What follows belongs to an exercise in optimizing a design on an open flow for a short achievable clock period and few clock cycles per item; a production flow would make more cautious choices. In this exercise RTL edits were held to simulation tests only and were not proved equivalent to the original. No activity file was given, so power comes from the tool's default toggle rates.

<file path="design/flow/constraint.sdc">
create_clock -name core_clock -period 6.5 [get_ports {clock}]
set_input_delay 1.3000 -clock core_clock [delete_from_list [all_inputs] [get_ports {clock}]]
set_output_delay 1.3000 -clock core_clock [all_outputs]
set_load 0.01 [all_outputs]
</file>
<file path="design/flow/config.mk">
export PLATFORM = sky130hd
export DESIGN_NAME = mem_issue_sched
export DESIGN_NICKNAME = mem_issue_sched
export VERILOG_FILES = /design/flow/design.v
export SDC_FILE = /design/flow/constraint.sdc
export NUM_CORES = 4
export LEC_CHECK = 0
export CAP_MARGIN = 20
export CORE_MARGIN = 2
export CORE_UTILIZATION = 40
export SLEW_MARGIN = 20
</file>
<file path="design/flow/run.sh">
#!/bin/bash
# synth_recipe.tcl (not shown) runs the flow's synth.tcl, then flattens the netlist and writes it again
# the make line also repeats each setting of config.mk as NAME=value (left out here)
make -C /OpenROAD-flow-scripts/flow DESIGN_CONFIG=/design/flow/config.mk WORK_HOME=/design/flow/orfs CLKGATE_MAP_FILE= SYNTH_SCRIPT=/design/flow/synth_recipe.tcl finish
</file>
<file path="design/flow/design.v">
module mem_issue_sched #(
  parameter int NLD = 4,
  parameter int NST = 4
) (
  input  logic        clock,
  input  logic        resetn,
  input  logic        alloc_valid,
  input  logic        alloc_store,
  input  logic [31:0] alloc_address,
  input  logic [31:0] alloc_data,
  input  logic [4:0]  alloc_dst,
  output logic        rs_lok,
  output logic        rs_sok,
  output logic        rs_free,
  output logic        mem_req,
  output logic        mem_we,
  output logic [31:0] mem_addr,
  output logic [31:0] mem_wdata,
  input  logic        mem_ack,
  input  logic [31:0] mem_rdata,
  output logic [63:0] out_databus,
  output logic        write_databus,
  output logic [4:0]  out_dst,
  output logic [31:0] out_dst_data,
  output logic        write_dst
);
  localparam int NQ = NLD + NST + 1;   
  localparam int NU = NLD + NST;
  logic        q_st   [NQ];
  logic [31:0] q_addr [NQ];
  logic [31:0] q_data [NQ];
  logic [4:0]  q_dst  [NQ];
  logic [NQ-1:0] wp_q, rp_q;           
  logic [NU-1:0]  u_q, u_d;
  logic [NLD-1:0] ld_q, ld_d;
  logic [NST-1:0] st_q, st_d;
  logic        mem_req_q, mem_we_q;
  logic [31:0] mem_addr_q, mem_wdata_q;
  logic [4:0]  hd_dst_q;
  logic        write_databus_q, write_dst_q, comp_st_q;
  logic        cmp_st_q;
  logic [31:0] cmp_addr_q, out_dst_data_q;
  logic [4:0]  out_dst_q;
  logic        rs_lok_q, rs_sok_q, rs_free_q;
  logic acc, acc_ld, acc_st, xfer, load_hd;
  logic inc_u, dec_u, inc_ld, dec_ld, inc_st, dec_st;
  logic        nx_st;
  logic [31:0] nx_addr, nx_data;
  logic [4:0]  nx_dst;
  always_comb begin
    acc    = alloc_valid & (alloc_store ? rs_sok_q : rs_lok_q);
    acc_ld = alloc_valid & ~alloc_store & rs_lok_q;
    acc_st = alloc_valid & alloc_store & rs_sok_q;
    xfer   = mem_req_q & mem_ack;
    load_hd = ~mem_req_q | mem_ack;
    inc_u  = acc & ~xfer;
    dec_u  = xfer & ~acc;
    inc_ld = acc_ld & ~write_dst_q;
    dec_ld = write_dst_q & ~acc_ld;
    inc_st = acc_st & ~comp_st_q;
    dec_st = comp_st_q & ~acc_st;
    for (int k = 0; k < NU; k++)
      u_d[k] = inc_u ? ((k == 0) ? 1'b1 : u_q[k-1])
             : dec_u ? ((k == NU - 1) ? 1'b0 : u_q[k+1])
             : u_q[k];
    for (int k = 0; k < NLD; k++)
      ld_d[k] = inc_ld ? ((k == 0) ? 1'b1 : ld_q[k-1])
              : dec_ld ? ((k == NLD - 1) ? 1'b0 : ld_q[k+1])
              : ld_q[k];
    for (int k = 0; k < NST; k++)
      st_d[k] = inc_st ? ((k == 0) ? 1'b1 : st_q[k-1])
              : dec_st ? ((k == NST - 1) ? 1'b0 : st_q[k+1])
              : st_q[k];
    nx_st   = 1'b0;
    nx_addr = '0;
    nx_data = '0;
    nx_dst  = '0;
    for (int i = 0; i < NQ; i++)
      if (rp_q[(i + NQ - 1) % NQ]) begin
        nx_st   = nx_st   | q_st[i];
        nx_addr = nx_addr | q_addr[i];
        nx_data = nx_data | q_data[i];
        nx_dst  = nx_dst  | q_dst[i];
      end
  end
  always_ff @(posedge clock) begin
    for (int i = 0; i < NQ; i++)
      if (wp_q[i]) begin
        q_st[i]   <= alloc_store;
        q_addr[i] <= alloc_address;
        q_data[i] <= alloc_data;
        q_dst[i]  <= alloc_dst;
      end
  end
  always_ff @(posedge clock) begin
    if (load_hd) begin
      if (u_q[1]) begin
        mem_we_q    <= nx_st;
        mem_addr_q  <= nx_addr;
        mem_wdata_q <= nx_data;
        hd_dst_q    <= nx_dst;
      end else begin
        mem_we_q    <= alloc_store;
        mem_addr_q  <= alloc_address;
        mem_wdata_q <= alloc_data;
        hd_dst_q    <= alloc_dst;
      end
    end
    cmp_st_q       <= mem_we_q;
    cmp_addr_q     <= mem_addr_q;
    out_dst_q      <= hd_dst_q;
    out_dst_data_q <= mem_rdata;
  end
  always_ff @(posedge clock) begin
    if (!resetn) begin
      wp_q            <= NQ'(1);
      rp_q            <= NQ'(1);
      u_q             <= '0;
      ld_q            <= '0;
      st_q            <= '0;
      mem_req_q       <= 1'b0;
      write_databus_q <= 1'b0;
      write_dst_q     <= 1'b0;
      comp_st_q       <= 1'b0;
      rs_lok_q        <= 1'b1;
      rs_sok_q        <= 1'b1;
      rs_free_q       <= 1'b1;
    end else begin
      if (acc)  wp_q <= {wp_q[NQ-2:0], wp_q[NQ-1]};
      if (xfer) rp_q <= {rp_q[NQ-2:0], rp_q[NQ-1]};
      u_q             <= u_d;
      ld_q            <= ld_d;
      st_q            <= st_d;
      mem_req_q       <= u_d[0];
      write_databus_q <= xfer;
      write_dst_q     <= xfer & ~mem_we_q;
      comp_st_q       <= xfer & mem_we_q;
      rs_lok_q        <= ~ld_d[NLD-1];
      rs_sok_q        <= ~st_d[NST-1];
      rs_free_q       <= ~ld_d[0] & ~st_d[0];
    end
  end
  assign rs_lok        = rs_lok_q;
  assign rs_sok        = rs_sok_q;
  assign rs_free       = rs_free_q;
  assign mem_req       = mem_req_q;
  assign mem_we        = mem_we_q;
  assign mem_addr      = mem_addr_q;
  assign mem_wdata     = mem_wdata_q;
  assign write_databus = write_databus_q;
  assign out_databus   = {14'h0, cmp_st_q, ~cmp_st_q, 16'h0, cmp_addr_q};
  assign write_dst     = write_dst_q;
  assign out_dst       = out_dst_q;
  assign out_dst_data  = out_dst_data_q;
endmodule
</file>
==> run summary, run 1 <==
- Slew Viols, Final: 0
- Class of the worst hold path: flop to flop
- Maximum clock rate: 327.6 MHz
- Clock power share: 43.2%
- Clock Root Buffer: clkbuf_16
- Die height: 272.8 um
- Worst path top cell family by delay: buffers and inverters
- Critical Path Fanout Max: 14
- Layout cell share with drive strength beyond 1: 14.13%
- ANT cells: 0
- Final wirelength: 71160 um
- Placer Congestion: 0.7325
- GRT Total Usage: 18.96%
- Final Hold Vio Count: 0
- Clock sinks: 810
- CTS Buffer Depth: 3
- Final period utilization: 46.96%
- Post-synth EDFFs: 700
- Critical path class: input pin to flop
- Required time worst endpoint: 6.97 ns
- First-pass GRT wire length: 104600 um
- Most used cell, CP: nor2_1
- Reg area: 23290 um^2
- Setup bufs post-CTS: 0
- Main synth FF type: edfxtp_1
- Vias post-DR: 15510
- DRT iter0 DRCs: 1110
- Pleak: 11.32 nW
- I/O Buffers: 247
- NumNets Final: 1928
- Critical path endpoint category: flop
- Post-layout util: 48.99%
- Clk_skew: 0.02146 ns
- Startpoint types: input pin
- Sequential-to-total area share from yosys stat: 80.33%
- Gate power share: 4.7%
- Switching share of power: 21.02%
- Rel. slew slack: 27.12%
- Initial Util: 40.44%
- WP buf/inv: 1
- Tmin final: 3.052 ns
- Later-pin clock latency in the skew report: 0.65 ns
- Yosys reg bits: 810
- # setup viols final: 0
- DRC violations left: 0
- Worst Path Arrival: 3.52 ns
- Initial antenna violation count: 8
- CTS resizes: 0
- Row cnt: 98
- Filler cells: 5891
- Status: timing/DRC/antenna clean
- Internal power: 9.005 mW
- Antenna viol nets, final: 0
- DR WL/cell: 25.06 um
- CTS tree: yes
- CTS clk-pin slew, worst paths: 0.06 ns
- Vias in the first global route: 15980
- Synth warn: 5
- Area grow syn2layout: 21.14%
- Drt first pass iters: 5
- Die area: 74440 um^2
- Io pins: 278
- Cell taking the most area after synthesis: edfxtp_1
- NetSw: 2.397 mW
- Maxcap violations: 0
- Worst-path cell chain: clkdlybuf4s50_1, mux2i_2, nor2_1, ha_1, mux2i_1, nor2_1
- GR Overflow Total: 0
- Core area: 71490 um^2
- Count of different cell masters after synthesis: 28
- Slowest stage delay, CP: 0.81 ns
- Worst-Margin Slew: 1.093 ns
- Post-Syn Area: 28910 um^2
- Share of the synthesized area in the top cell type: 72.71%
- Largest net degree at the start of global routing: 59
- Top cells by area, synth: edfxtp_1, dfxtp_1, a221oi_2
- Peak VDD IR: 0.0002136 V
- DR vias/cell: 5.461
- Die Span X: 272.8 um
- # hold bufs at CTS: 0
- Post-synth top cells: edfxtp_1, a22o_1, dfxtp_1
- Synth Instances: 1559
- Total CTS buffers: 86
- Most frequent cell after synthesis: edfxtp_1
- RSZ-0062 raised after global routing: false
- H-tree levels: 3
- Syn avg cell area: 18.54 um^2
- Setup tns final: 0 ns
- Sequential Power Share: 52.0%
- Async SR Flop Fraction: 0%
- CP max-delay cell: clkdlybuf4s50_1
- PwrDens: 325.6 nW/um^2
- DPL Wire Length: 35260 um
- Multi-input gate area: 4991 um^2
-- state kept, by name (all words and copies together), names as in the netlist, 9 cells and up --
name	flops
q_data	288
q_addr	288
cmp_addr_q	32
q_st	9
q_dst	45
mem_wdata_q	32
wp_q	9
mem_addr_q	32
rp_q	9
out_dst_data_q	32
-- routing by layer --
metal / wire (um) / GRT usage [%] / up-vias / part of all wire [%]
met3: 3989 / 3.849 / 120 / 5.6
met1: 31070 / 25.59 / 8048 / 44
met2: 34610 / 31.37 / 476 / 49
met5: 87 / 0 / - / 0.12
met4: 1409 / 5.017 / 14 / 2.0
li1: - / - / 6850 / -
-- path summary, 6_finish.rpt --
kind	startpoint	endpoint	slack, ns	depth (start not counted)
worst min register to register	hd_dst_q[1]	out_dst_q[1]	0.35	0
worst max-delay path	alloc_store	u_q[1]	3.45	6
worst min-delay path	hd_dst_q[1]	out_dst_q[1]	0.35	0
worst max register to register	rp_q[4]	mem_addr_q[30]	4.01	4
-- cells by family (layout without fill, tap and decap cells) --
group | count (synthesis) | after routing | share of synthesized area (%)
other | 1 | 30 | 0.01297
flip-flops | 810 | 810 | 80.33
buffers and inverters | 137 | 439 | 2.813
multiplexers | 24 | 24 | 0.8916
AND/OR/NAND/NOR | 202 | 202 | 2.779
AO/OA/AOI/OAI | 380 | 380 | 12.96
adder cells (fa/ha/maj) | 5 | 5 | 0.2164
-- power by group through the flow --
| stage | logic (mW) | registers, mW | clock network (mW) |
|---|---|---|---|
| 2_1_floorplan | 0.180 | 6.05 | 0 |
| 3_3_place_gp | 0.536 | 6.04 | 0 |
| 3_5_place_dp | 0.547 | 6.04 | 0 |
| 4_1_cts | 0.548 | 5.94 | 5.04 |
| 5_1_grt | 0.581 | 5.95 | 5.24 |
| 6_report | 0.540 | 5.93 | 4.93 |
-- layout make-up --
cell class	instances	area share (%)
flip-flops and latches	810	66.51
clock buffers	113	6.791
multi-input cells	641	14.25
well taps	950	3.394
clock inverters	48	1.436
repair buffers	268	7.510
inverters	10	0.1072
-- per-stage QoR --
stage	power, mW	setup slack, ns	cell area [um^2]	hold WS, ns	instances
2_1_floorplan	6.235	3.045	29020	0.3233	1588
4_1_cts	11.53	3.375	35020	0.3496	2840
6_report	11.40	3.448	35020	0.3450	2840
3_5_place_dp	6.591	2.819	32140	0.3359	2679
3_3_place_gp	6.577	2.886	32140	0.3391	2679
5_1_grt	11.77	3.240	35020	0.3605	2840
-- placed cells by master, fill, tap and decap left out, types with 8 or more instances in the layout --
cell,Yosys,layout
clkinv_2,0,19
inv_1,10,10
buf_4,35,21
bufinv_16,0,8
a22o_1,140,140
nand2_1,94,94
a41oi_1,70,70
edfxtp_1,700,700
clkinv_1,0,14
mux2_2,11,11
a221oi_1,55,55
mux2i_1,12,12
a221oi_2,85,85
nor2_1,83,83
a21oi_1,19,19
clkbuf_16,0,90
nand3_1,12,12
dfxtp_4,0,19
clkbuf_1,28,19
o21ai_0,11,11
dfxtp_1,110,91
conb_1,1,30
clkdlybuf4s50_1,0,247
Testbench counts, summed over its fixed seeds: cycles 3,216, items 3,200.
==> inputs of run 2 (changes only) <==
--- a/design/flow/config.mk
+++ b/design/flow/config.mk
@@ -6,6 +6,8 @@
 export NUM_CORES = 4
 export LEC_CHECK = 0
+export ABC_CLOCK_PERIOD_IN_PS = 1500
 export CAP_MARGIN = 20
 export CORE_MARGIN = 2
 export CORE_UTILIZATION = 40
+export SETUP_SLACK_MARGIN = 5
 export SLEW_MARGIN = 20
==> run 2 against run 1 <==
Still clean on timing, DRC and antenna; global-route usage is 3.7 points higher; final area is 11% higher; combinational power is 34% higher; cell count is 4.8% higher; clock power is 3% lower; die area stayed put; clock skew is 0.014 ns higher.
==> run summary, run 2 <==
- Sequential-to-total area share from yosys stat: 80.33% (unchanged)
- Async SR Flop Fraction: 0% (unchanged)
- Critical R2R Launch: rp_q[6] (was rp_q[4])
- Io pins: 278 (unchanged)
- Most frequent cell after synthesis: edfxtp_1 (unchanged)
- Slew Viols, Final: 0 (unchanged)
- Final wirelength: 87090 um (was 71160 um)
- Internal power: 8.880 mW (was 9.005 mW)
- Total power: 11.41 mW (was 11.40 mW)
- Internal reg-to-reg setup slack: 4.80 ns (was 4.01 ns)
- Clock sinks: 810 (unchanged)
- First-pass GRT wire length: 120600 um (was 104600 um)
- DR vias/cell: 5.690 (was 5.461)
- Worst Path Arrival: 1.37 ns (was 3.52 ns)
- Cell taking the most area after synthesis: edfxtp_1 (unchanged)
- Peak VDD IR: 0.0001898 V (was 0.0002136 V)
- Most frequent cells in the layout: edfxtp_1, a22o_1, a221oi_2 (was edfxtp_1, clkdlybuf4s50_1, a22o_1)
- Status: timing/DRC/antenna clean (unchanged)
- Die height: 272.8 um (unchanged)
- Critical path class: flop to output pin (was input pin to flop)
- CP max-delay cell: edfxtp_1 (was clkdlybuf4s50_1)
- Required time worst endpoint: 5.20 ns (was 6.97 ns)
- Rel. slew slack: 64.77% (was 27.12%)
- Setup tns final: 0 ns (unchanged)
- Clk_skew: 0.03524 ns (was 0.02146 ns)
- GR Overflow Total: 0 (unchanged)
- Largest registers: q_addr: 288 flops, q_data: 288 flops, q_dst: 45 flops (unchanged)
- Share of the synthesized area in the top cell type: 72.71% (unchanged)
- Largest net degree at the start of global routing: 57 (was 59)
- Critical path endpoint category: output pin (was flop)
- Commonest non-fill, non-tap cell in the layout: edfxtp_1 (unchanged)
- DPL Wire Length: 35360 um (was 35260 um)
- Synth Instances: 1559 (unchanged)
- Post-synth top cells: edfxtp_1, a22o_1, dfxtp_1 (unchanged)
- Gate power share: 6.3% (was 4.7%)
- I/O Buffers: 247 (unchanged)
- Pleak: 13.05 nW (was 11.32 nW)
- Final period utilization: 41.05% (was 46.96%)
- Slowest stage delay, CP: 0.52 ns (was 0.81 ns)
- Antenna viol nets, final: 0 (unchanged)
- Worst-Margin Slew: 0.5285 ns (was 1.093 ns)
- Clock power share: 41.7% (was 43.2%)
- Clock Root Buffer: clkbuf_16 (unchanged)
- # setup viols final: 0 (unchanged)
- Die Span X: 272.8 um (unchanged)
- Post-Syn Area: 28910 um^2 (unchanged)
- NumNets Final: 2063 (was 1928)
- Die area: 74440 um^2 (unchanged)
- Core area: 71490 um^2 (unchanged)
- Placed cells: 2679 (unchanged)
- Post-synth EDFFs: 700 (unchanged)
- Row cnt: 98 (unchanged)
- Final non-filler cell total: 2975 (was 2840)
- DRT iter0 DRCs: 1537 (was 1110)
- Layout cell share with drive strength beyond 1: 41.59% (was 14.13%)
- Initial antenna violation count: 17 (was 8)
- Initial Util: 40.44% (unchanged)
- Maxcap violations: 0 (unchanged)
- Class of the worst hold path: flop to flop (unchanged)
- Switching share of power: 22.18% (was 21.02%)
- Placer Congestion: 0.7249 (was 0.7325)
- Later-pin clock latency in the skew report: 0.64 ns (was 0.65 ns)
- RSZ-0062 raised after global routing: true (was false)
- Total CTS buffers: 85 (was 86)
- GRT Total Usage: 22.64% (was 18.96%)
- Worst Setup SP: mem_we_q (was alloc_store)
- Vias post-DR: 16930 (was 15510)
- DR WL/cell: 29.27 um (was 25.06 um)
- Syn avg cell area: 18.54 um^2 (unchanged)
- Post-route cell area: 38860 um^2 (was 35020 um^2)
- Critical Path Fanout Max: 4 (was 14)
- Top cells by area, synth: edfxtp_1, dfxtp_1, a221oi_2 (unchanged)
- Hold Crit Start: hd_dst_q[1] (unchanged)
- Synth warn: 5 (unchanged)
- Startpoint types: flop (was input pin)
- Sequential Power Share: 51.9% (was 52.0%)
- DRC violations left: 0 (unchanged)
- Count of different cell masters after synthesis: 28 (unchanged)
- Tmin final: 2.668 ns (was 3.052 ns)
- CTS Buffer Depth: 3 (unchanged)
- WP buf/inv: 1 (unchanged)
- Maximum clock rate: 374.8 MHz (was 327.6 MHz)
- CTS clk-pin slew, worst paths: 0.06 ns (about the same)
- Worst path top cell family by delay: flip-flops (was buffers and inverters)
- Worst-path cell chain: buf_2 (was clkdlybuf4s50_1, mux2i_2, nor2_1, ha_1, mux2i_1, nor2_1)
- Post-DP Area: 32950 um^2 (was 32140 um^2)
- Area grow syn2layout: 34.40% (was 21.14%)
- H-tree levels: 3 (unchanged)
- NetSw: 2.531 mW (was 2.397 mW)
- PwrDens: 293.7 nW/um^2 (was 325.6 nW/um^2)
- Final Hold Vio Count: 0 (unchanged)
- Yosys reg bits: 810 (unchanged)
- Vias in the first global route: 16800 (was 15980)
- Main synth FF type: edfxtp_1 (unchanged)
- Drt first pass iters: 5 (unchanged)
- CTS tree: yes (unchanged)
-- run 2: cell counts after synthesis --
No cell type changed its count.
-- run 2: repair_timing --
item / CTS / global route
gates cloned: 28 / 6
hold buffers: 0 / 0
pin swaps: 118 / 91
endpoints found under the setup margin: 1327 / 275
setup buffers: 88 / 14
gates resized for setup: 977 / 58
-- run 2: kinds of logic after synthesis --
kind of cell	Yosys count	share of synthesized area [%]
buf+inv	137	2.813
flops	810	80.33
simple gates	202	2.779
fa+ha+maj	5	0.2164
compound gates	380	12.96
other cells	1	0.01297
mux	24	0.8916
-- run 2: per-layer routing --
layer  vias to the layer above  GRT usage [%]  routed length (um)
li1                       7186              -                   -
met1                      8876          31.38               36790
met2                       733          35.93               41690
met3                       123          5.043                6786
met4                        10          6.319                1750
met5                         -         0.8344                  68
-- run 2: worst paths after layout --
kind / endpoint / cells past startpoint
setup / recovery: mem_we / 1
hold / removal: out_dst_q[1] / 0
hold reg to reg: out_dst_q[1] / 0
setup reg to reg: mem_wdata_q[14] / 6
-- run 2: metrics by stage --
| stage | setup slack (ns) | hold slack, ns | util (%) |
|---|---|---|---|
| CTS | 3.824 | 0.3470 | 53.54 |
| global placement | 2.966 | 0.3386 | 46.09 |
| finish | 3.832 | 0.3458 | 54.35 |
| detailed placement | 2.901 | 0.3429 | 46.09 |
| global route | 3.824 | 0.3614 | 54.35 |
| floorplan | 4.013 | 0.3232 | - |
-- run 2: layout make-up --
class	count	area, um^2
Multi-Input combinational cell	643	6450
Tap cell	950	1189
Clock buffer	103	2277
Timing Repair inverter	1	7.507
Timing Repair Buffer	401	5001
Antenna cell	3	7.507
Fill cell	5547	32630
Clock inverter	54	476.7
Inverter	10	48.80
Sequential cell	810	23400
-- run 2: power by group through the flow --
stage,Combinational (mW),Sequential [mW],Clock (mW)
6_report,0.723,5.93,4.76
3_5_place_dp,0.592,6.05,0
3_3_place_gp,0.579,6.05,0
4_1_cts,0.695,5.93,4.83
5_1_grt,0.765,5.94,5.06
2_1_floorplan,0.219,6.05,0
==> inputs of run 3 (changes only) <==
--- a/design/flow/config.mk
+++ b/design/flow/config.mk
@@ -10,4 +10,4 @@
 export CORE_MARGIN = 2
 export CORE_UTILIZATION = 40
-export SETUP_SLACK_MARGIN = 5
+export SETUP_SLACK_MARGIN = 4
 export SLEW_MARGIN = 20
==> run 3 against run 2 <==
Routed wire length is 18% lower; sequential share of layout area is 7.3 points higher; register-to-register slack worse by 0.70 ns; final area is 11% lower; sequential power hardly changed; area after synthesis stayed put; clock power hardly changed; via count is 7.9% lower; fmax hardly changed; worst hold slack better by 0.017 ns; first-iteration DRC count is 16% lower; critical path type unchanged; critical endpoint is now mem_addr[31]; largest power group unchanged; highest routed layer unchanged.
==> run summary, run 3 <==
- Share of the synthesized area in the top cell type: 72.71% (unchanged)
- First-pass GRT wire length: 103300 um (was 120600 um)
- Peak VDD IR: 0.0001650 V (was 0.0001898 V)
- Total CTS buffers: 85 (unchanged)
- Internal reg-to-reg setup slack: 4.10 ns (was 4.80 ns)
- Class of the worst hold path: flop to flop (unchanged)
- RSZ-0062 raised after global routing: true (unchanged)
- Post-route cell area: 34530 um^2 (was 38860 um^2)
- Final Hold Vio Count: 0 (unchanged)
- Slew Viols, Final: 0 (unchanged)
- DRC violations left: 0 (unchanged)
- Vias post-DR: 15580 (was 16930)
- Main synth FF type: edfxtp_1 (unchanged)
- Worst-Margin Slew: 1.095 ns (was 0.5285 ns)
- Die area: 74440 um^2 (unchanged)
- PwrDens: 324.6 nW/um^2 (was 293.7 nW/um^2)
- Syn avg cell area: 18.54 um^2 (unchanged)
- Most frequent cells in the layout: edfxtp_1, a22o_1, clkdlybuf4s50_1 (was edfxtp_1, a22o_1, a221oi_2)
- Total power: 11.21 mW (was 11.41 mW)
- Post-Syn Area: 28910 um^2 (unchanged)
- Hold Crit Start: hd_dst_q[1] (unchanged)
- DR WL/cell: 25.25 um (was 29.27 um)
- Post-DP Area: 32160 um^2 (was 32950 um^2)
- Most frequent cell after synthesis: edfxtp_1 (unchanged)
- Status: timing/DRC/antenna clean (unchanged)
- Synth Instances: 1559 (unchanged)
- Final wirelength: 71840 um (was 87090 um)
- Synth warn: 5 (unchanged)
- Maxcap violations: 0 (unchanged)
- Placer Congestion: 0.7276 (was 0.7249)
- # hold bufs at CTS: 0 (unchanged)
- Post-synth top cells: edfxtp_1, a22o_1, dfxtp_1 (unchanged)
- Hold path endpoint: out_dst_q[1] (unchanged)
- Core area: 71490 um^2 (unchanged)
- Top cells by area, synth: edfxtp_1, dfxtp_1, a221oi_2 (unchanged)
- Sequential-to-total area share from yosys stat: 80.33% (unchanged)
- GR Overflow Total: 0 (unchanged)
- Worst Path Arrival: 1.37 ns (about the same)
- Tmin final: 2.667 ns (was 2.668 ns)
- Initial antenna violation count: 7 (was 17)
- Largest net degree at the start of global routing: 59 (was 57)
- NumNets Final: 1935 (was 2063)
- CTS clk-pin slew, worst paths: 0.06 ns (about the same)
- Maximum clock rate: 374.9 MHz (was 374.8 MHz)
- CP max-delay cell: edfxtp_1 (unchanged)
- # setup viols final: 0 (unchanged)
- Die Span X: 272.8 um (unchanged)
- Row cnt: 98 (unchanged)
- Post-synth EDFFs: 700 (unchanged)
- Async SR Flop Fraction: 0% (unchanged)
- Die height: 272.8 um (unchanged)
- Critical R2R Launch: rp_q[0] (was rp_q[6])
- Clk_skew: 0.02559 ns (was 0.03524 ns)
- DR vias/cell: 5.478 (was 5.690)
- CTS Buffer Depth: 3 (unchanged)
- Hold slack: 0.3632 ns (was 0.3458 ns)
- Layout cell share with drive strength beyond 1: 22.19% (was 41.59%)
- Final period utilization: 41.03% (was 41.05%)
- Initial Util: 40.44% (unchanged)
- Clock Root Buffer: clkbuf_16 (unchanged)
- Post-layout util: 48.30% (was 54.35%)
- Largest registers: q_addr: 288 flops, q_data: 288 flops, q_dst: 45 flops (unchanged)
- Vias in the first global route: 15690 (was 16800)
- Io pins: 278 (unchanged)
- Area grow syn2layout: 19.42% (was 34.40%)
- Worst r2r dst: mem_wdata_q[0] (was mem_wdata_q[14])
- WP buf/inv: 1 (unchanged)
- DRT iter0 DRCs: 1285 (was 1537)
- Clock sinks: 810 (unchanged)
- Antenna viol nets, final: 0 (unchanged)
- Worst-path cell chain: buf_2 (unchanged)
- Cell taking the most area after synthesis: edfxtp_1 (unchanged)
- I/O Buffers: 247 (unchanged)
- H-tree levels: 3 (unchanged)
- Drt first pass iters: 5 (unchanged)
- Critical path class: flop to output pin (unchanged)
- Slowest stage delay, CP: 0.52 ns (about the same)
- GRT Total Usage: 18.94% (was 22.64%)
- Setup tns final: 0 ns (unchanged)
- Pleak: 11.34 nW (was 13.05 nW)
- Worst hold path depth: 0 (unchanged)
- Rel. slew slack: 27.01% (was 64.77%)
- Count of different cell masters after synthesis: 28 (unchanged)
- Worst path top cell family by delay: flip-flops (unchanged)
- CTS tree: yes (unchanged)
- Reg2reg path depth: 3 (was 6)
- Later-pin clock latency in the skew report: 0.65 ns (was 0.64 ns)
- Required time worst endpoint: 5.20 ns (about the same)
- Startpoint types: flop (unchanged)
- Commonest non-fill, non-tap cell in the layout: edfxtp_1 (unchanged)
- Yosys reg bits: 810 (unchanged)
- Critical path endpoint category: output pin (unchanged)
- Critical Path Fanout Max: 2 (was 4)
- DPL Wire Length: 34720 um (was 35360 um)
==> run 3: cell counts after synthesis <==
Identical to the previous run, type by type.
==> run 3: cells by family (layout without fill, tap and decap cells) <==
kind of cell / after synthesis / count (layout) / share of synthesized area (%)
buffers and inverters: 137 / 440 / 2.813
AND/OR/NAND/NOR: 202 / 204 / 2.779
adder cells (fa/ha/maj): 5 / 5 / 0.2164
flip-flops: 810 / 810 / 80.33
AO/OA/AOI/OAI: 380 / 380 / 12.96
other: 1 / 32 / 0.01297
multiplexers: 24 / 24 / 0.8916
==> run 3: per-stage QoR <==
| step | setup WS, ns | std cells |
|---|---|---|
| floorplan | 3.995 | 1588 |
| global placement | 3.004 | 2678 |
| detailed placement | 2.970 | 2678 |
| CTS | 3.830 | 2842 |
| global route | 3.825 | 2845 |
| finish | 3.833 | 2845 |
==> run 3: worst max-delay path by stage <==
| stage | from | end | slack, ns | cells after the start |
|---|---|---|---|---|
| after floorplan | alloc_store | u_q[1] | 3.99 | 7 |
| after global placement | mem_ack | mem_wdata_q[25] | 3.00 | 3 |
| after detailed placement | alloc_store | u_q[5] | 2.97 | 7 |
| after CTS | mem_addr_q[31] | mem_addr[31] | 3.83 | 1 |
| after global routing | mem_addr_q[31] | mem_addr[31] | 3.83 | 1 |
| final | mem_addr_q[31] | mem_addr[31] | 3.83 | 1 |
==> run 3: layout make-up <==
| cell class | instances | area, um^2 |
|---|---|---|
| Antenna cell | 2 | 5.005 |
| Clock buffer | 121 | 2384 |
| Clock inverter | 35 | 386.6 |
| Fill cell | 5939 | 36960 |
| Inverter | 10 | 37.54 |
| Multi-Input combinational cell | 643 | 5035 |
| Sequential cell | 810 | 23310 |
| Tap cell | 950 | 1189 |
| Timing Repair Buffer | 274 | 2181 |
==> run 3: power breakdown <==
group / internal, mW / switching [mW] / total, mW
registers: 5.82 / 0.111 / 5.94
clock network: 2.80 / 1.99 / 4.79
logic: 0.206 / 0.274 / 0.480
==> run 3: what timing repair did <==
item                       4_1_cts  5_1_grt
hold endpoints to repair         0        0
resized for setup              524       21
setup endpoints to repair      188       75
cloned                           2        0
setup buffers                    6        1
==> run 3: metal layers <==
layer,track usage (%),vias to the layer above,routed length (um)
met1,26.17,8037,31620
met3,3.655,104,4604
met4,5.162,10,1334
met2,30.71,572,34230
met5,0,-,60
li1,-,6861,-
==> inputs of run 4 (changes only) <==
--- a/design/flow/design.v
+++ b/design/flow/design.v
@@ -45,7 +45,7 @@
   logic acc, acc_ld, acc_st, xfer, load_hd;
   logic inc_u, dec_u, inc_ld, dec_ld, inc_st, dec_st;
-  logic        nx_st;
-  logic [31:0] nx_addr, nx_data;
-  logic [4:0]  nx_dst;
+  logic        cu_st, nx_st;
+  logic [31:0] cu_addr, cu_data, nx_addr, nx_data;
+  logic [4:0]  cu_dst, nx_dst;
   always_comb begin
     acc    = alloc_valid & (alloc_store ? rs_sok_q : rs_lok_q);
@@ -72,9 +72,19 @@
               : dec_st ? ((k == NST - 1) ? 1'b0 : st_q[k+1])
               : st_q[k];
+    cu_st   = 1'b0;
+    cu_addr = '0;
+    cu_data = '0;
+    cu_dst  = '0;
     nx_st   = 1'b0;
     nx_addr = '0;
     nx_data = '0;
     nx_dst  = '0;
-    for (int i = 0; i < NQ; i++)
+    for (int i = 0; i < NQ; i++) begin
+      if (rp_q[i]) begin
+        cu_st   = cu_st   | q_st[i];
+        cu_addr = cu_addr | q_addr[i];
+        cu_data = cu_data | q_data[i];
+        cu_dst  = cu_dst  | q_dst[i];
+      end
       if (rp_q[(i + NQ - 1) % NQ]) begin
         nx_st   = nx_st   | q_st[i];
@@ -83,4 +93,5 @@
         nx_dst  = nx_dst  | q_dst[i];
       end
+    end
   end
   always_ff @(posedge clock) begin
@@ -94,5 +105,10 @@
   end
   always_ff @(posedge clock) begin
-    if (load_hd) begin
+    if (!load_hd) begin
+      mem_we_q    <= cu_st;
+      mem_addr_q  <= cu_addr;
+      mem_wdata_q <= cu_data;
+      hd_dst_q    <= cu_dst;
+    end else begin
       if (u_q[1]) begin
         mem_we_q    <= nx_st;
--- a/design/flow/config.mk
+++ b/design/flow/config.mk
@@ -10,4 +10,4 @@
 export CORE_MARGIN = 2
 export CORE_UTILIZATION = 40
-export SETUP_SLACK_MARGIN = 4
+export SETUP_SLACK_MARGIN = 5
 export SLEW_MARGIN = 20
==> run 4 against run 3 <==
Routed wire length up 73%; first-iteration DRC count rose to 3.3 times the previous value; non-clock buffer count up 224; flip-flop and latch count unchanged; via count up 58%; critical path type unchanged; critical endpoint is now mem_addr[11]; largest power group unchanged.
==> run summary, run 4 <==
- Share of the synthesized area in the top cell type: 59.43% (was 72.71%)
- Peak VDD IR: 0.0001955 V (was 0.0001650 V)
- Maxcap violations: 0 (unchanged)
- Post-synthesis mux area share: 0.6682% (was 0.8915%)
- Post-synth EDFFs: 630 (was 700)
- Status: timing/DRC/antenna clean (unchanged)
- Clock Root Buffer: clkbuf_16 (unchanged)
- Antenna viol nets, final: 0 (unchanged)
- I/O Buffers: 247 (unchanged)
- Compound-gate portion of the synthesized area: 18.36% (was 12.96%)
- Total power: 12.30 mW (was 11.21 mW)
- Slowest stage delay, CP: 0.39 ns (was 0.52 ns)
- Critical path class: flop to output pin (unchanged)
- Core area: 78870 um^2 (was 71490 um^2)
- DPL Wire Length: 43960 um (was 34720 um)
- Initial Util: 40.36% (was 40.44%)
- Startpoint types: flop (unchanged)
- Sequential Power Share: 48.5% (was 53.0%)
- NumNets Final: 2721 (was 1935)
- Post-Syn Area: 31830 um^2 (was 28910 um^2)
- DRT iter0 DRCs: 4299 (was 1285)
- XOR/XNOR Fraction of Synth Area: 0% (unchanged)
- Internal power: 9.378 mW (was 8.834 mW)
- Die height: 286.1 um (was 272.8 um)
- Count of different cell masters after synthesis: 30 (was 28)
- Post-synthesis adder-cell area fraction: 0.1965% (was 0.2164%)
- Clock power share: 41.8% (was 42.8%)
- Post-Synth Simple-Gate Area: 5.982% (was 2.778%)
- Placer Congestion: 0.7846 (was 0.7276)
- Io pins: 278 (unchanged)
- Clk_skew: 0.05162 ns (was 0.02559 ns)
- Worst-path cell chain: buf_6 (was buf_2)
- Main combinational cell family by area after synthesis: compound AO/OA/AOI/OAI gates (unchanged)
- Cell taking the most area after synthesis: edfxtp_1 (unchanged)
- Row cnt: 103 (was 98)
- Later-pin clock latency in the skew report: 0.69 ns (was 0.65 ns)
- Post-Place Worst Slack: 2.493 ns (was 2.970 ns)
- Total CTS buffers: 87 (was 85)
- Required time worst endpoint: 5.20 ns (about the same)
- Setup ws final: 4.014 ns (was 3.833 ns)
- Gate power share: 9.7% (was 4.3%)
- Maximum clock rate: 402.2 MHz (was 374.9 MHz)
- GR Overflow Total: 0 (unchanged)
- Commonest non-fill, non-tap cell in the layout: edfxtp_1 (unchanged)
- CTS tree: yes (unchanged)
- Class of the worst hold path: flop to flop (unchanged)
- Critical path endpoint category: output pin (unchanged)
- First-pass GRT wire length: 169700 um (was 103300 um)
- DR WL/cell: 33.15 um (was 25.25 um)
- Drt first pass iters: 8 (was 5)
- Syn avg cell area: 14.48 um^2 (was 18.54 um^2)
- CTS clk-pin slew, worst paths: 0.07 ns (was 0.06 ns)
- Slew Viols, Final: 0 (unchanged)
- Worst path top cell family by delay: flip-flops (unchanged)
- Most frequent cell after synthesis: edfxtp_1 (unchanged)
- Vias in the first global route: 23930 (was 15690)
- Filler cells: 6133 (was 5939)
- CP max-delay cell: dfxtp_4 (was edfxtp_1)
- Synth Instances: 2198 (was 1559)
- Tmin final: 2.486 ns (was 2.667 ns)
- NetSw: 2.926 mW (was 2.373 mW)
- Worst Path Arrival: 1.19 ns (was 1.37 ns)
- DRC violations left: 0 (unchanged)
- Sequential-to-total area share from yosys stat: 70.75% (was 80.33%)
- Final Hold Vio Count: 0 (unchanged)
- Area grow syn2layout: 34.57% (was 19.42%)
- WP buf/inv: 1 (unchanged)
- GRT Total Usage: 28.66% (was 18.94%)
- Synth warn: 5 (unchanged)
- Layout cell share with drive strength beyond 1: 31.53% (was 22.19%)
- CTS Buffer Depth: 3 (unchanged)
- Setup tns final: 0 ns (unchanged)
- Critical Path Fanout Max: 2 (unchanged)
- Post-synth top cells: edfxtp_1, a22oi_1, dfxtp_1 (was edfxtp_1, a22o_1, dfxtp_1)
- Vias post-DR: 24620 (was 15580)
- DR vias/cell: 6.582 (was 5.478)
- Largest registers: q_addr: 288 flops, q_data: 288 flops, q_dst: 45 flops (unchanged)
- Final period utilization: 38.25% (was 41.03%)
- Worst-Margin Slew: 0.5573 ns (was 1.095 ns)
- Pleak: 14.49 nW (was 11.34 nW)
- Die area: 81860 um^2 (was 74440 um^2)
- # setup viols final: 0 (unchanged)
- Main synth FF type: edfxtp_1 (unchanged)
- Most frequent cells in the layout: edfxtp_1, a22oi_1, nand2_1 (was edfxtp_1, a22o_1, clkdlybuf4s50_1)
- # hold bufs at CTS: 0 (unchanged)
- Clock sinks: 810 (unchanged)
- Post-layout util: 54.32% (was 48.30%)
- PwrDens: 287.2 nW/um^2 (was 324.6 nW/um^2)
- Initial antenna violation count: 17 (was 7)
- Top cells by area, synth: edfxtp_1, dfxtp_1, a22oi_1 (was edfxtp_1, dfxtp_1, a221oi_2)
- Largest net degree at the start of global routing: 72 (was 59)
- Final wirelength: 124000 um (was 71840 um)
- Switching share of power: 23.78% (was 21.17%)
- Yosys reg bits: 810 (unchanged)
- Async SR Flop Fraction: 0% (unchanged)
- Rel. slew slack: 62.85% (was 27.01%)
- RSZ-0062 raised after global routing: true (unchanged)
- Die Span X: 286.1 um (was 272.8 um)
- H-tree levels: 3 (unchanged)
run 4: stage by stage:
stage / area (um^2) / std cells / hold slack, ns
6_report: 42840 / 3741 / 0.3285
5_1_grt: 42830 / 3737 / 0.3409
4_1_cts: 41670 / 3657 / 0.3299
3_5_place_dp: 35010 / 3335 / 0.3177
3_3_place_gp: 35010 / 3335 / 0.3180
2_1_floorplan: 32370 / 2227 / 0.3095
run 4: final cells by class:
class	instances	area [um^2]	share of cell area, %
Antenna cell	8	20.02	0.04673
Clock buffer	117	2380	5.555
Clock inverter	45	596.8	1.393
Inverter	8	47.55	0.1110
Multi-Input combinational cell	1205	8621	20.12
Sequential cell	810	22820	53.26
Tap cell	1050	1314	3.067
Timing Repair Buffer	498	7043	16.44
run 4: worst paths after layout:
kind                   from             end  slack, ns  cells past startpoint
max          mem_addr_q[11]    mem_addr[11]       4.01                      1
min             hd_dst_q[2]    out_dst_q[2]       0.33                      0
max reg2reg         rp_q[1]  mem_addr_q[30]       4.64                      7
min reg2reg     hd_dst_q[2]    out_dst_q[2]       0.33                      0
run 4: cell families (layout without fill, tap and decap cells):
| family | after synthesis | in the layout |
|---|---|---|
| AND/OR/NAND/NOR | 417 | 425 |
| other | 1 | 38 |
| multiplexers | 21 | 21 |
| adder cells (fa/ha/maj) | 5 | 5 |
| AO/OA/AOI/OAI | 724 | 724 |
| flip-flops | 810 | 810 |
| buffers and inverters | 220 | 668 |
run 4: repair_timing:
item	CTS	global route
gates cloned	53	11
buffers inserted	107	65
setup endpoints to repair	1012	268
pin swaps	134	174
gates resized for setup	1007	81
run 4: routing by layer:
layer,GRT usage [%],part of all wire (%),up-vias
met1,35.48,35,12190
met2,46.19,47,2154
li1,-,-,9805
met4,17.13,6.0,10
met5,0,0.059,-
met3,6.280,12,468
run 4: power groups by stage:
stage	clock network (mW)	registers, mW	logic (mW)
final	5.14	5.97	1.20
after global routing	5.41	5.98	1.25
after CTS	5.15	5.96	1.11
after detailed placement	0	6.08	0.834
after global placement	0	6.08	0.819
after floorplan	0	6.07	0.403
Testbench counts of run 4, summed over its fixed seeds: cycles 3,216, items 3,200.
==> inputs of run 5 (changes only) <==
--- a/design/flow/design.v
+++ b/design/flow/design.v
@@ -37,5 +37,4 @@
   logic        mem_req_q, mem_we_q;
   logic [31:0] mem_addr_q, mem_wdata_q;
-  logic [4:0]  hd_dst_q;
   logic        write_databus_q, write_dst_q, comp_st_q;
   logic        cmp_st_q;
@@ -109,5 +108,4 @@
       mem_addr_q  <= cu_addr;
       mem_wdata_q <= cu_data;
-      hd_dst_q    <= cu_dst;
     end else begin
       if (u_q[1]) begin
@@ -115,15 +113,13 @@
         mem_addr_q  <= nx_addr;
         mem_wdata_q <= nx_data;
-        hd_dst_q    <= nx_dst;
       end else begin
         mem_we_q    <= alloc_store;
         mem_addr_q  <= alloc_address;
         mem_wdata_q <= alloc_data;
-        hd_dst_q    <= alloc_dst;
       end
     end
-    cmp_st_q       <= mem_we_q;
-    cmp_addr_q     <= mem_addr_q;
-    out_dst_q      <= hd_dst_q;
+    cmp_st_q       <= cu_st;
+    cmp_addr_q     <= cu_addr;
+    out_dst_q      <= cu_dst;
     out_dst_data_q <= mem_rdata;
   end
@@ -150,6 +146,6 @@
       mem_req_q       <= u_d[0];
       write_databus_q <= xfer;
-      write_dst_q     <= xfer & ~mem_we_q;
-      comp_st_q       <= xfer & mem_we_q;
+      write_dst_q     <= xfer & ~cu_st;
+      comp_st_q       <= xfer & cu_st;
       rs_lok_q        <= ~ld_d[NLD-1];
       rs_sok_q        <= ~st_d[NST-1];
==> run 5 against run 4 <==
Still clean on timing, DRC and antenna; clock power fell by 4%; fmax decreased by 1.9%; flip-flop and latch count shrank 5; register-to-register slack got worse by 0.40 ns; critical endpoint is now mem_req; largest cell class unchanged; highest routed layer unchanged.
==> run summary, run 5 <==
- Hold path endpoint: out_dst_q[2] (unchanged)
- Commonest non-fill, non-tap cell in the layout: edfxtp_1 (unchanged)
- Clock sinks: 805 (was 810)
- Slowest stage delay, CP: 0.35 ns (was 0.39 ns)
- NumNets Final: 2487 (was 2721)
- Tmin final: 2.534 ns (was 2.486 ns)
- Internal power: 9.110 mW (was 9.378 mW)
- Rel. slew slack: 54.10% (was 62.85%)
- First-pass GRT wire length: 151200 um (was 169700 um)
- Post-Place Worst Slack: 2.785 ns (was 2.493 ns)
- Hold Crit Start: q_dst[3][2] (was hd_dst_q[2])
- DR WL/cell: 31.67 um (was 33.15 um)
- Die Span X: 281.9 um (was 286.1 um)
- Reg2reg path depth: 7 (unchanged)
- Sequential-to-total area share from yosys stat: 72.59% (was 70.75%)
- Worst r2r dst: u_q[4] (was mem_addr_q[30])
- Multi-input gate area: 7888 um^2 (was 8621 um^2)
- XOR/XNOR Fraction of Synth Area: 0% (unchanged)
- Antenna viol nets, final: 0 (unchanged)
- DPL Wire Length: 41680 um (was 43960 um)
- Switching share of power: 23.34% (was 23.78%)
- Critical Path Fanout Max: 2 (unchanged)
- Top cells by area, synth: edfxtp_1, dfxtp_1, a22oi_1 (unchanged)
- Worst Setup SP: mem_req_q (was mem_addr_q[11])
- Vias in the first global route: 21860 (was 23930)
- Post-Synth Simple-Gate Area: 4.035% (was 5.982%)
- Row cnt: 101 (was 103)
- Maxcap violations: 0 (unchanged)
- Worst-path cell chain: buf_12, buf_6 (was buf_6)
- Share of the synthesized area in the top cell type: 61.25% (was 59.43%)
- Initial antenna violation count: 20 (was 17)
- Critical path endpoint category: output pin (unchanged)
- Final wirelength: 110500 um (was 124000 um)
- Post-synth top cells: edfxtp_1, a22oi_1, dfxtp_1 (unchanged)
- Final period utilization: 38.99% (was 38.25%)
- Setup tns final: 0 ns (unchanged)
- PwrDens: 296.9 nW/um^2 (was 287.2 nW/um^2)
- CTS clk-pin slew, worst paths: 0.06 ns (was 0.07 ns)
- Number of cells on the critical path: 2 (was 1)
- Most frequent cell after synthesis: edfxtp_1 (unchanged)
- NetSw: 2.774 mW (was 2.926 mW)
- RSZ-0062 raised after global routing: true (unchanged)
- H-tree levels: 3 (unchanged)
- Yosys reg bits: 805 (was 810)
- CP max-delay cell: dfxtp_4 (unchanged)
- Main synth FF type: edfxtp_1 (unchanged)
- Worst Path Arrival: 1.23 ns (was 1.19 ns)
- Final Hold Vio Count: 0 (unchanged)
- Worst-Margin Slew: 0.6885 ns (was 0.5573 ns)
- Required time worst endpoint: 5.20 ns (about the same)
- Startpoint types: flop (unchanged)
- Peak VDD IR: 0.0002421 V (was 0.0001955 V)
- Clk_skew: 0.03346 ns (was 0.05162 ns)
- Synth Instances: 2074 (was 2198)
- Top Layer Used: met5 (unchanged)
- Hold slack: 0.4687 ns (was 0.3285 ns)
- Initial Util: 40.53% (was 40.36%)
- Core area: 76200 um^2 (was 78870 um^2)
- Critical path class: flop to output pin (unchanged)
- Post-synthesis adder-cell area fraction: 0.2026% (was 0.1965%)
- DR vias/cell: 6.496 (was 6.582)
- Class of the worst hold path: flop to flop (unchanged)
- CTS Buffer Depth: 3 (unchanged)
- Largest net degree at the start of global routing: 70 (was 72)
- Post-Syn Area: 30890 um^2 (was 31830 um^2)
- Drt first pass iters: 9 (was 8)
- Setup ws final: 3.966 ns (was 4.014 ns)
- # setup viols final: 0 (unchanged)
- Main combinational cell family by area after synthesis: compound AO/OA/AOI/OAI gates (unchanged)
- CTS tree: yes (unchanged)
- Cell taking the most area after synthesis: edfxtp_1 (unchanged)
- I/O Buffers: 247 (unchanged)
- Clock power share: 41.5% (was 41.8%)
- GRT Total Usage: 26.38% (was 28.66%)
- Reg area: 22690 um^2 (was 22820 um^2)
- Count of different cell masters after synthesis: 36 (was 30)
- Io pins: 278 (unchanged)
- Die area: 79450 um^2 (was 81860 um^2)
- WP buf/inv: 2 (was 1)
- Area grow syn2layout: 29.60% (was 34.57%)
- DRC violations left: 0 (unchanged)
- DRT met1 WL: 41370 um (was 43250 um)
- Critical R2R Launch: mem_req_q (was rp_q[1])
- Post-synth EDFFs: 630 (unchanged)
- Post-synthesis mux area share: 0.6887% (was 0.6682%)
- Later-pin clock latency in the skew report: 0.65 ns (was 0.69 ns)
- WL met3: 13020 um (was 15180 um)
- Gate power share: 8.7% (was 9.7%)
- Pleak: 13.51 nW (was 14.49 nW)
- Syn avg cell area: 14.89 um^2 (was 14.48 um^2)
- Synth warn: 5 (unchanged)
- Clock Root Buffer: clkbuf_16 (unchanged)
- Maximum clock rate: 394.6 MHz (was 402.2 MHz)
- Vias post-DR: 22670 (was 24620)
- Async SR Flop Fraction: 0% (unchanged)
- Worst hold path depth: 2 (was 0)
- Layout cell share with drive strength beyond 1: 25.77% (was 31.53%)
- Slew Viols, Final: 0 (unchanged)
- GR Overflow Total: 0 (unchanged)
- Sequential Power Share: 49.8% (was 48.5%)
- Most frequent cells in the layout: edfxtp_1, a22oi_1, buf_6 (was edfxtp_1, a22oi_1, nand2_1)
- Met2 wire len: 51630 um (was 58030 um)
- Total CTS buffers: 85 (was 87)
- Compound-gate portion of the synthesized area: 19.21% (was 18.36%)
- Placer Congestion: 0.7892 (was 0.7846)
- Die height: 281.9 um (was 286.1 um)
- # hold bufs at CTS: 0 (unchanged)
- Worst path top cell family by delay: flip-flops (unchanged)
- Filler cells: 6160 (was 6133)
- Total power: 11.88 mW (was 12.30 mW)
- Status: timing/DRC/antenna clean (unchanged)
- DRT iter0 DRCs: 4064 (was 4299)
- Internal reg-to-reg setup slack: 4.24 ns (was 4.64 ns)
- Largest registers: q_addr: 288 flops, q_data: 288 flops, q_dst: 45 flops (unchanged)
## run 5: area by class of cell
class                           count  area share (%)
Timing Repair Buffer              387           13.05
Clock inverter                     51           1.444
Clock buffer                      109           5.698
Sequential cell                   805           56.68
Inverter                           11          0.1344
Multi-Input combinational cell   1086           19.70
Antenna cell                       10         0.06252
Tap cell                         1030           3.220
## run 5: timing repair
item	in CTS	in global routing
setup buffers	64	24
gates resized for setup	898	69
pin swaps	14	22
endpoints found under the setup margin	1033	577
cloned	19	13
## run 5: worst max-delay path by stage
stage / to / slack [ns]
finish: mem_req / 3.97
global route: mem_req / 3.93
CTS: mem_req / 3.93
detailed placement: mem_addr_q[11] / 2.78
global placement: mem_addr_q[27] / 2.88
floorplan: u_q[2] / 4.01
## run 5: power by group through the flow
stage | Sequential, mW | Combinational [mW] | Clock, mW
3_3_place_gp | 6.04 | 0.814 | 0
6_report | 5.92 | 1.03 | 4.94
5_1_grt | 5.93 | 1.09 | 5.22
2_1_floorplan | 6.02 | 0.384 | 0
4_1_cts | 5.91 | 0.992 | 5.00
3_5_place_dp | 6.04 | 0.829 | 0
## run 5: cells by family after synthesis
kind of cell             count (synthesis)
AO/OA/AOI/OAI                          758
adder cells (fa/ha/maj)                  5
buffers and inverters                  215
flip-flops                             805
multiplexers                            21
other                                    1
AND/OR/NAND/NOR                        269
## run 5: per-layer routing
metal / track usage [%] / vias up
li1: - / 9213
met1: 34.87 / 11390
met2: 42.29 / 1724
met3: 5.950 / 324
met4: 10.42 / 18
met5: 0 / -
## run 5: worst min-delay path: stages (launching register included)
cell and delay (ns):
edfxtp_1 0.32, a22oi_1 0.06, nand3_1 0.06
## run 5: per-stage QoR
stage,std cells,utilization (%),area (um^2)
finish,3489,52.53,40030
global route,3483,52.51,40010
CTS,3442,51.48,39230
detailed placement,3199,45.03,34320
global placement,3199,45.03,34320
floorplan,2103,-,31430
Testbench counts of run 5, summed over its fixed seeds: cycles 3,216, items 3,200.
==> inputs of run 6 (changes only) <==
--- a/design/flow/config.mk
+++ b/design/flow/config.mk
@@ -10,4 +10,6 @@
 export CORE_MARGIN = 2
 export CORE_UTILIZATION = 40
+export CTS_CLUSTER_DIAMETER = 60
+export CTS_CLUSTER_SIZE = 30
 export SETUP_SLACK_MARGIN = 5
 export SLEW_MARGIN = 20
==> run 6 against run 5 <==
Cell count fell by 0.69%; utilization fell by 0.47 points; clock-buffer cell count fell by 37; flip-flop and latch count did not move; clock skew rose by 0.018 ns; critical endpoint unchanged; largest cell class unchanged; routed wire length fell by 1.4%; critical path type unchanged; die area did not move; still clean; combinational power barely moved.
==> run summary, run 6 <==
- Tmin final: 2.534 ns (about the same)
- PwrDens: 284.7 nW/um^2 (was 296.9 nW/um^2)
- Setup ws final: 3.966 ns (about the same)
- Largest registers: q_addr: 288 flops, q_data: 288 flops, q_dst: 45 flops (unchanged)
- Die height: 281.9 um (unchanged)
- Yosys reg bits: 805 (unchanged)
- Die area: 79450 um^2 (unchanged)
- H-tree levels: 3 (unchanged)
- CP max-delay cell: dfxtp_4 (unchanged)
- Maximum clock rate: 394.6 MHz (about the same)
- Core area: 76200 um^2 (unchanged)
- GR Util met1: 34.51% (was 34.87%)
- Clock Root Buffer: clkbuf_16 (unchanged)
- Async SR Flop Fraction: 0% (unchanged)
- Setup tns final: 0 ns (unchanged)
- DR WL/cell: 31.44 um (was 31.67 um)
- Class of the worst hold path: flop to flop (unchanged)
- Post-Place Worst Slack: 2.785 ns (unchanged)
- Share of the synthesized area in the top cell type: 61.25% (unchanged)
- CTS clk-pin slew, worst paths: 0.10 ns (was 0.06 ns)
- Pleak: 13.30 nW (was 13.51 nW)
- Most frequent cell after synthesis: edfxtp_1 (unchanged)
- Post-Syn Area: 30890 um^2 (unchanged)
- RSZ-0062 raised after global routing: true (unchanged)
- Drt first pass iters: 10 (was 9)
- Synth Instances: 2074 (unchanged)
- Clock sinks: 805 (unchanged)
- Critical Path Fanout Max: 2 (unchanged)
- Slowest stage delay, CP: 0.36 ns (was 0.35 ns)
- Final period utilization: 38.99% (about the same)
- Status: timing/DRC/antenna clean (unchanged)
- Placer Congestion: 0.7892 (unchanged)
- Layout cell share with drive strength beyond 1: 26.45% (was 25.77%)
- First-pass GRT wire length: 150400 um (was 151200 um)
- Hold slack: 0.4724 ns (was 0.4687 ns)
- Io pins: 278 (unchanged)
- Initial antenna violation count: 18 (was 20)
- Count of different cell masters after synthesis: 36 (unchanged)
- Final Hold Vio Count: 0 (unchanged)
- Post-DP Area: 34320 um^2 (unchanged)
- Total CTS buffers: 66 (was 85)
- Most frequent cells in the layout: edfxtp_1, a22oi_1, buf_6 (unchanged)
- Critical path class: flop to output pin (unchanged)
- Later-pin clock latency in the skew report: 0.64 ns (was 0.65 ns)
- Row cnt: 101 (unchanged)
- Rel. slew slack: 57.02% (was 54.10%)
- Antenna viol nets, final: 0 (unchanged)
- Post-synth EDFFs: 630 (unchanged)
- Startpoint types: flop (unchanged)
- DRC violations left: 0 (unchanged)
- Vias post-DR: 22460 (was 22670)
- DPL Wire Length: 41680 um (unchanged)
- # hold bufs at CTS: 0 (unchanged)
- Sequential-to-total area share from yosys stat: 72.59% (unchanged)
- Post-layout util: 52.06% (was 52.53%)
- Vias in the first global route: 21580 (was 21860)
- Main synth FF type: edfxtp_1 (unchanged)
- Die Span X: 281.9 um (unchanged)
- NumNets Final: 2487 (unchanged)
- Compound-gate portion of the synthesized area: 19.21% (unchanged)
- Met2 Usage GRT: 42.18% (was 42.29%)
- Post-synth top cells: edfxtp_1, a22oi_1, dfxtp_1 (unchanged)
- CTS Buffer Depth: 3 (unchanged)
- Top cells by area, synth: edfxtp_1, dfxtp_1, a22oi_1 (unchanged)
- DRT iter0 DRCs: 3571 (was 4064)
- Worst Path Arrival: 1.23 ns (about the same)
- Final non-filler cell total: 3465 (was 3489)
- Critical path endpoint category: output pin (unchanged)
- Synth warn: 5 (unchanged)
- GRT Total Usage: 26.23% (was 26.38%)
- Maxcap violations: 0 (unchanged)
- Post-synthesis adder-cell area fraction: 0.2026% (unchanged)
- DR vias/cell: 6.481 (was 6.496)
- Post-route cell area: 39670 um^2 (was 40030 um^2)
- Peak VDD IR: 0.0002185 V (was 0.0002421 V)
- Post-synthesis mux area share: 0.6887% (unchanged)
- Total power: 11.29 mW (was 11.88 mW)
- # setup viols final: 0 (unchanged)
- Largest net degree at the start of global routing: 71 (was 70)
- Global Route met3 Usage: 6.049% (was 5.950%)
- Area grow syn2layout: 28.45% (was 29.60%)
- Required time worst endpoint: 5.20 ns (about the same)
- Final wirelength: 108900 um (was 110500 um)
- Syn avg cell area: 14.89 um^2 (unchanged)
- Initial Util: 40.53% (unchanged)
- Slew Viols, Final: 0 (unchanged)
- Commonest non-fill, non-tap cell in the layout: edfxtp_1 (unchanged)
- CTS tree: yes (unchanged)
- Clk_skew: 0.05183 ns (was 0.03346 ns)
- GR Overflow Total: 0 (unchanged)
- Busiest grt layer: met2 (unchanged)
- Placed cells: 3199 (unchanged)
- Cell taking the most area after synthesis: edfxtp_1 (unchanged)
- Main combinational cell family by area after synthesis: compound AO/OA/AOI/OAI gates (unchanged)
- XOR/XNOR Fraction of Synth Area: 0% (unchanged)
- Worst-Margin Slew: 0.6448 ns (was 0.6885 ns)
- Worst-path cell chain: buf_12, buf_6 (unchanged)
- I/O Buffers: 247 (unchanged)
- Post-Synth Simple-Gate Area: 4.035% (unchanged)
## run 6: layout make-up
type / count / area (um^2)
fill: 6190 / 36530
sequential: 805 / 22690
multi-input combinational: 1086 / 7950
timing repair buffer: 406 / 5308
clock buffer: 72 / 1737
tap: 1030 / 1289
clock inverter: 47 / 628.1
inverter: 11 / 51.30
antenna: 8 / 20.02
## run 6: what timing repair did
action	4_1_cts	5_1_grt
hold endpoints to repair	0	0
buffers inserted	72	36
gates cloned	22	9
endpoints found under the setup margin	1182	328
pin swaps	25	41
gates resized for setup	929	53
## run 6: path summary, 6_finish.rpt
check,startpoint,endpoint,slack [ns],cells past startpoint
hold reg to reg,q_dst[3][2],out_dst_q[2],0.47,2
setup / recovery,mem_req_q,mem_req,3.97,2
setup reg to reg,mem_req_q,mem_req_q,4.17,7
hold / removal,q_dst[3][2],out_dst_q[2],0.47,2
## run 6: cells by family (layout without fill, tap and decap cells)
kind of cell               count (synthesis)  count (layout)
other                                      1              38
AOI/OAI and AO/OA                        758             758
buffers and inverters                    215             536
adders and majority gates                  5               5
DFF                                      805             805
muxes                                     21              21
and+or+nand+nor                          269             272
## run 6: routing by layer
metal  vias to the layer above  wire length [um]
met3                       336             12720
met1                     11250             40690
met5                         -                84
met2                      1659             50680
met4                        14              4767
li1                       9194                 -
## run 6: where the power goes
| group | leakage (nW) | internal, mW | switching (mW) |
|---|---|---|---|
| logic | 4.91 | 0.520 | 0.533 |
| clock network | 1.14 | 2.20 | 2.13 |
| registers | 7.25 | 5.76 | 0.140 |
| total | 13.3 | 8.49 | 2.81 |
## run 6: worst max-delay path: cells and delay by family (launching register included)
family,cells,cell delay (ns)
flip-flops,1,0.36
buffers and inverters,2,0.23

## afterwards: timing with drivers on the ports
In the flow no input, the clock included, has a driving cell. The finished layouts below were timed again as built, in two steps. Step 1 sets driving cells, clkbuf_16 on the clock port and buf_2 on the other inputs (assumed; they add their load-dependent delay and slew). Step 2 adds t to the input delays and takes it off the output delays; t is the mean of the earliest and latest rising clock arrival at the registers after step 1. Input paths then give back, and output paths get back, about the clock's delay inside the block. Slacks: ideal ports / drivers / drivers and shift; pairs: ideal ports / drivers.
run	shift t [ns]	setup slack, ns	hold slack, ns	worst setup path after step 2	worst register clock-pin slew, ns
run 1	0.696	3.448 / 3.397 / 2.787	0.345 / 0.345 / 0.345	input to register	0.06 / 0.06
run 2	0.694	3.832 / 3.765 / 3.881	0.346 / 0.346 / 0.346	input to register	0.07 / 0.07
run 3	0.697	3.833 / 3.771 / 3.454	0.363 / 0.363 / 0.363	input to register	0.06 / 0.06
run 4	0.728	4.014 / 3.945 / 3.814	0.328 / 0.328 / 0.328	input to register	0.07 / 0.07
run 5	0.709	3.966 / 3.900 / 3.713	0.469 / 0.469 / 0.469	input to register	0.07 / 0.07
run 6	0.684	3.966 / 3.896 / 3.722	0.472 / 0.472 / 0.472	input to register	0.11 / 0.11
After both steps setup and hold are still met in every run listed. The setup slack of run 1, which loses most, moves by -0.051 ns with the drivers and by -0.661 ns with both steps.
